What follows belongs to an exercise in optimizing a design on an open flow for small area, a short achievable clock period and few clock cycles per item; a production flow would make more cautious choices. The RTL was checked by simulation tests, not by an equivalence proof against the original design.

Design qr_cordic_top, start of the top module:
module qr_cordic_top #(
   parameter int data_w = 13
) (
   input  logic                clk,
   input  logic                rst_n,
   input  logic                valid,
   input  logic [4*data_w-1:0] in,
   output logic                out_valid,
   output logic [4*data_w-1:0] out
);
==> flow/config.mk <==
export PLATFORM = sky130hd
export DESIGN_NAME = qr_cordic_top
export DESIGN_NICKNAME = qr_cordic_top
export VERILOG_FILES = /design/flow/design.v
export SDC_FILE = /design/flow/constraint.sdc
export NUM_CORES = 4
export LEC_CHECK = 0
export CAP_MARGIN = 30
export CORE_MARGIN = 2
export CORE_UTILIZATION = 30
export CTS_CLUSTER_DIAMETER = 100
export CTS_CLUSTER_SIZE = 24
export SLEW_MARGIN = 30
==> flow/constraint.sdc <==
create_clock -name core_clock -period 12.5 [get_ports {clk}]
set_input_delay 2.5000 -clock core_clock [delete_from_list [all_inputs] [get_ports {clk}]]
set_output_delay 2.5000 -clock core_clock [all_outputs]
set_load 0.01 [all_outputs]
standard.sh (not shown) runs the stock make flow with config.mk's settings and CLKGATE_MAP_FILE= SYNTH_SCRIPT=/design/flow/synth_recipe.tcl, a recipe that flattens the netlist after the stock synthesis.
==> flow/flow/run.sh <==
#!/bin/bash
# Standard layout (the standard.sh, standard synthesis unchanged) with two
# changes to how it is made: timing repair is asked to leave a setup margin,
# so that the layout is pushed below the design's clock period, and the
# buffer on every input and output port is a plain buffer rather than the
# delay cell the resizer picks by default. Each step's output goes to its own
# log file here.
set -euo pipefail
ARGS=("SETUP_SLACK_MARGIN=8.9" "BUFFER_PORTS_ARGS=-buffer_cell sky130_fd_sc_hd__buf_4")
for step in synth floorplan place cts finish; do
  bash standard.sh "${ARGS[@]}" $step > log_$step.txt 2>&1
done
Testbench counts at the start, summed over its fixed seeds: cycles 9,216, matrices 96.
Next try:
Settings changed: ABC_AREA from default to 1.
What happened: Non-clock buffer count went down by 19; maximum frequency climbs by 2.7%; setup slack is better by 0.10 ns; area after synthesis went up by about 4%; critical path depth stays the same.

qr_cordic_top, a different RTL version from the one above (not shown whole).
For scale: about 5900 cells after synthesis, about 920 flip-flops, roughly 110 I/O pins, roughly 51000 sq um of cells after synthesis.
==> flow/design.v (excerpt) <==
module qr_cordic_top #(
   parameter int data_w = 13
) (
   input  logic                clk,
   input  logic                rst_n,
   input  logic                valid,
   input  logic [4*data_w-1:0] in,
   output logic                out_valid,
   output logic [4*data_w-1:0] out
);
==> flow/config.mk <==
export PLATFORM = sky130hd
export DESIGN_NAME = qr_cordic_top
export DESIGN_NICKNAME = qr_cordic_top
export VERILOG_FILES = /design/flow/design.v
export SDC_FILE = /design/flow/constraint.sdc
export NUM_CORES = 4
export LEC_CHECK = 0
export ABC_AREA = 1
export CAP_MARGIN = 30
export CORE_MARGIN = 2
export CORE_UTILIZATION = 30
export CTS_CLUSTER_DIAMETER = 100
export CTS_CLUSTER_SIZE = 24
export SLEW_MARGIN = 30
==> flow/constraint.sdc <==
create_clock -name core_clock -period 12.5 [get_ports {clk}]
set_input_delay 2.5000 -clock core_clock [delete_from_list [all_inputs] [get_ports {clk}]]
set_output_delay 2.5000 -clock core_clock [all_outputs]
set_load 0.01 [all_outputs]
==> flow/flow/run.sh <==
#!/bin/bash
# Standard layout (the standard.sh, standard synthesis unchanged) with two
# changes to how it is made: timing repair is asked to leave a setup margin,
# so that the layout is pushed below the design's clock period, and the
# buffer on every input and output port is a plain buffer rather than the
# delay cell the resizer picks by default. Each step's output goes to its own
# log file here.
set -euo pipefail
ARGS=("SETUP_SLACK_MARGIN=8.6" "BUFFER_PORTS_ARGS=-buffer_cell sky130_fd_sc_hd__buf_4")
for step in synth floorplan place cts finish; do
  bash standard.sh "${ARGS[@]}" $step > log_$step.txt 2>&1
done
Testbench counts at the start, summed over its fixed seeds: cycles 9,120, matrices 96.
Then changed:
- ABC_AREA: 1 -> unset
Effect:
- clock skew falls by 0.011 ns
- utilization rises by 0.40 points
- design area falls by about 4%
- count of clock-buffer cells in the layout falls by 1

## v6
qr_cordic_top, a different RTL version from the one above (not shown whole).
Size in the first run: about 4200 cells after synthesis, about 110 I/O pins, about 48000 µm² of cells after synthesis.
export LEC_CHECK = 0
export CAP_MARGIN = 30
export CORE_MARGIN = 2
export CORE_UTILIZATION = 30
export CTS_CLUSTER_DIAMETER = 100
export CTS_CLUSTER_SIZE = 24
export SLEW_MARGIN = 30
create_clock -name core_clock -period 12.5 [get_ports {clk}]
==> flow/flow/run.sh <==
#!/bin/bash
# Standard layout (the standard.sh, standard synthesis unchanged) with two
# changes to how it is made: timing repair is asked to leave a setup margin,
# so that the layout is pushed below the design's clock period, and the
# buffer on every input and output port is a plain buffer rather than the
# delay cell the resizer picks by default. Each step's output goes to its own
# log file here.
set -euo pipefail
ARGS=("SETUP_SLACK_MARGIN=8.5" "BUFFER_PORTS_ARGS=-buffer_cell sky130_fd_sc_hd__buf_4")
for step in synth floorplan place cts finish; do
  bash standard.sh "${ARGS[@]}" $step > log_$step.txt 2>&1
done
v6 ended with every stage complete and zero timing, DRC or antenna violations.
Testbench counts of v6, summed over its fixed seeds: cycles 9,120, matrices 96.
diff inputs: v6 => v7
diff --git a/flow/flow/run.sh b/flow/flow/run.sh
--- a/flow/flow/run.sh
+++ b/flow/flow/run.sh
@@ -8,3 +8,3 @@
 set -euo pipefail
-ARGS=("SETUP_SLACK_MARGIN=8.5" "BUFFER_PORTS_ARGS=-buffer_cell sky130_fd_sc_hd__buf_4")
+ARGS=("SETUP_SLACK_MARGIN=8.6" "BUFFER_PORTS_ARGS=-buffer_cell sky130_fd_sc_hd__buf_4")
 for step in synth floorplan place cts finish; do
diff --git a/flow/config.mk b/flow/config.mk
--- a/flow/config.mk
+++ b/flow/config.mk
@@ -12,2 +12,3 @@
 export CTS_CLUSTER_SIZE = 24
+export PLACE_DENSITY = 0.8
 export SLEW_MARGIN = 30
### Flow results
Worst setup margin in v7 is 0.048 ns above v6. From v6 to v7 the numbers moved as follows: aggregate global-route resource usage essentially unchanged. Looking at maximum clock frequency across v6 and v7, the one that comes out higher is v7. dfrtp_2 as the worst-path cell with the longest stage delay was reported by v7, and dfrtp_1 by v6. Between v6 and v7, the placer's final routability congestion estimate is higher for v7. [compare] base=v6 new=v7: detailed-routed wire length on met3 rose about 50%.

RTL: one of the versions met above, not the one the previous note started from.
Size in the first run: roughly 920 flip-flops, ~110 I/O pins, about 0.048 sq mm of cells after synthesis.
## qr_cordic_top
module qr_cordic_top #(
   parameter int data_w = 13
) (
   input  logic                clk,
   input  logic                rst_n,
   input  logic                valid,
   input  logic [4*data_w-1:0] in,
   output logic                out_valid,
   output logic [4*data_w-1:0] out
);
   logic       load_wr;
   logic       flush;
   logic [2:0] load_row;
   logic       out_load;
   logic [2:0] out_row;
   logic                     gv_start;
   logic                     gv_mode;
   logic [1:0]               gv_pass;
   logic                     gv_nxt_mode;
   logic [1:0]               gv_nxt_pass;
   logic [2:0]               gv_rd_row;
   logic [1:0]               gv_rd_col;
   logic [1:0]               rd_even;
   logic [1:0]               rd_odd;
   logic [2:0]               gv_row;
   logic [1:0]               gv_col;
   logic signed [data_w-1:0] gv_op_x;
   logic signed [data_w-1:0] gv_op_y;
   logic                     gv_done;
   logic [2:0]               gv_wr_row;
   logic [1:0]               gv_wr_col;
   logic signed [data_w-1:0] gv_res_x;
   logic signed [data_w-1:0] gv_res_y;
   qr_sequencer qr_sequencer_i (
      .clk       (clk),
      .rst_n     (rst_n),
      .valid     (valid),
      .load_wr   (load_wr),
      .load_row  (load_row),
      .start     (gv_start),
      .mode      (gv_mode),
      .pass      (gv_pass),
      .nxt_mode  (gv_nxt_mode),
      .nxt_pass  (gv_nxt_pass),
      .rd_row    (gv_rd_row),
      .rd_col    (gv_rd_col),
      .rd_even   (rd_even),
      .rd_odd    (rd_odd),
      .row       (gv_row),
      .col       (gv_col),
      .out_load  (out_load),
      .out_row   (out_row),
      .out_valid (out_valid),
      .flush     (flush)
   );
   matrix_store #(.data_w(data_w)) matrix_store_i (
  ...
export LEC_CHECK = 0
export CAP_MARGIN = 30
export CORE_MARGIN = 2
export CORE_UTILIZATION = 30
export CTS_CLUSTER_DIAMETER = 100
export CTS_CLUSTER_SIZE = 24
export SLEW_MARGIN = 30
create_clock -name core_clock -period 12.5 [get_ports {clk}]
==> flow/flow/run.sh <==
#!/bin/bash
# Standard layout (the standard.sh, standard synthesis unchanged) with two
# changes to how it is made: timing repair is asked to leave a setup margin,
# so that the layout is pushed below the design's clock period, and the
# buffer on every input and output port is a plain buffer rather than the
# delay cell the resizer picks by default. Each step's output goes to its own
# log file here.
set -euo pipefail
ARGS=("SETUP_SLACK_MARGIN=8.6" "BUFFER_PORTS_ARGS=-buffer_cell sky130_fd_sc_hd__buf_4")
for step in synth floorplan place cts finish; do
  bash standard.sh "${ARGS[@]}" $step > log_$step.txt 2>&1
done
The baseline ran to the end with no violations.
Testbench counts at the start, summed over its fixed seeds: cycles 9,216, matrices 96.
Edit:
Settings changed: ABC_AREA from default to 1.
After rerunning: The new run completed with no timing, DRC or antenna violations. Setup slack improved by 0.069 ns. Final area grows by 2.9%. Final cell count grows by 24%. Count of clock-buffer cells in the layout grows by 1. Die area grows by 3.9%. Wire length grows by 18%. Worst hold slack improved by 0.0086 ns. Via count grows by 24%. Maximum frequency grows by 1.8%.

-- afterwards: timing with drivers on the ports --
In the flow no input, the clock included, has a driving cell. The finished layouts below were timed again as built, in two steps.
Step 1: set_driving_cell puts a clkbuf_16 on clk and a buf_2 on each other input, an assumption about the parent block.
Step 2 moves the port delays by t, midway between the first and last clock arrival at a register: inputs arrive t later, outputs are due t later. That takes back most of the time a late clock gives input paths.
a / b / c = ideal ports / drivers / drivers and shift; a / b = the first two.
run	shift t [ns]	slack for setup (ns)	worst register clock-pin slew, ns	worst data-port slew with drivers (ns)	cell pins on the clock port's net
the first run of note 1	0.762	8.624 / 8.544 / 8.584	0.10 / 0.10	0.06	1
the second run of note 1	0.740	8.725 / 8.648 / 8.634	0.11 / 0.11	0.06	1
the first run of note 2	0.773	8.721 / 8.636 / 8.587	0.11 / 0.11	0.07	1
the second run of note 2	0.732	8.615 / 8.541 / 8.320	0.11 / 0.11	0.08	1
v6	0.726	8.575 / 8.504 / 8.327	0.10 / 0.10	0.08	1
v7	0.715	8.623 / 8.555 / 8.425	0.10 / 0.10	0.07	1
the first run of note 4	0.744	8.617 / 8.539 / 8.415	0.11 / 0.11	0.08	1
the second run of note 4	0.743	8.686 / 8.607 / 8.609	0.11 / 0.11	0.06	1
After both steps every run listed still meets setup and hold. The setup slack of the second run of note 2, which loses most, moves by -0.074 ns with the drivers and by -0.295 ns with both steps.
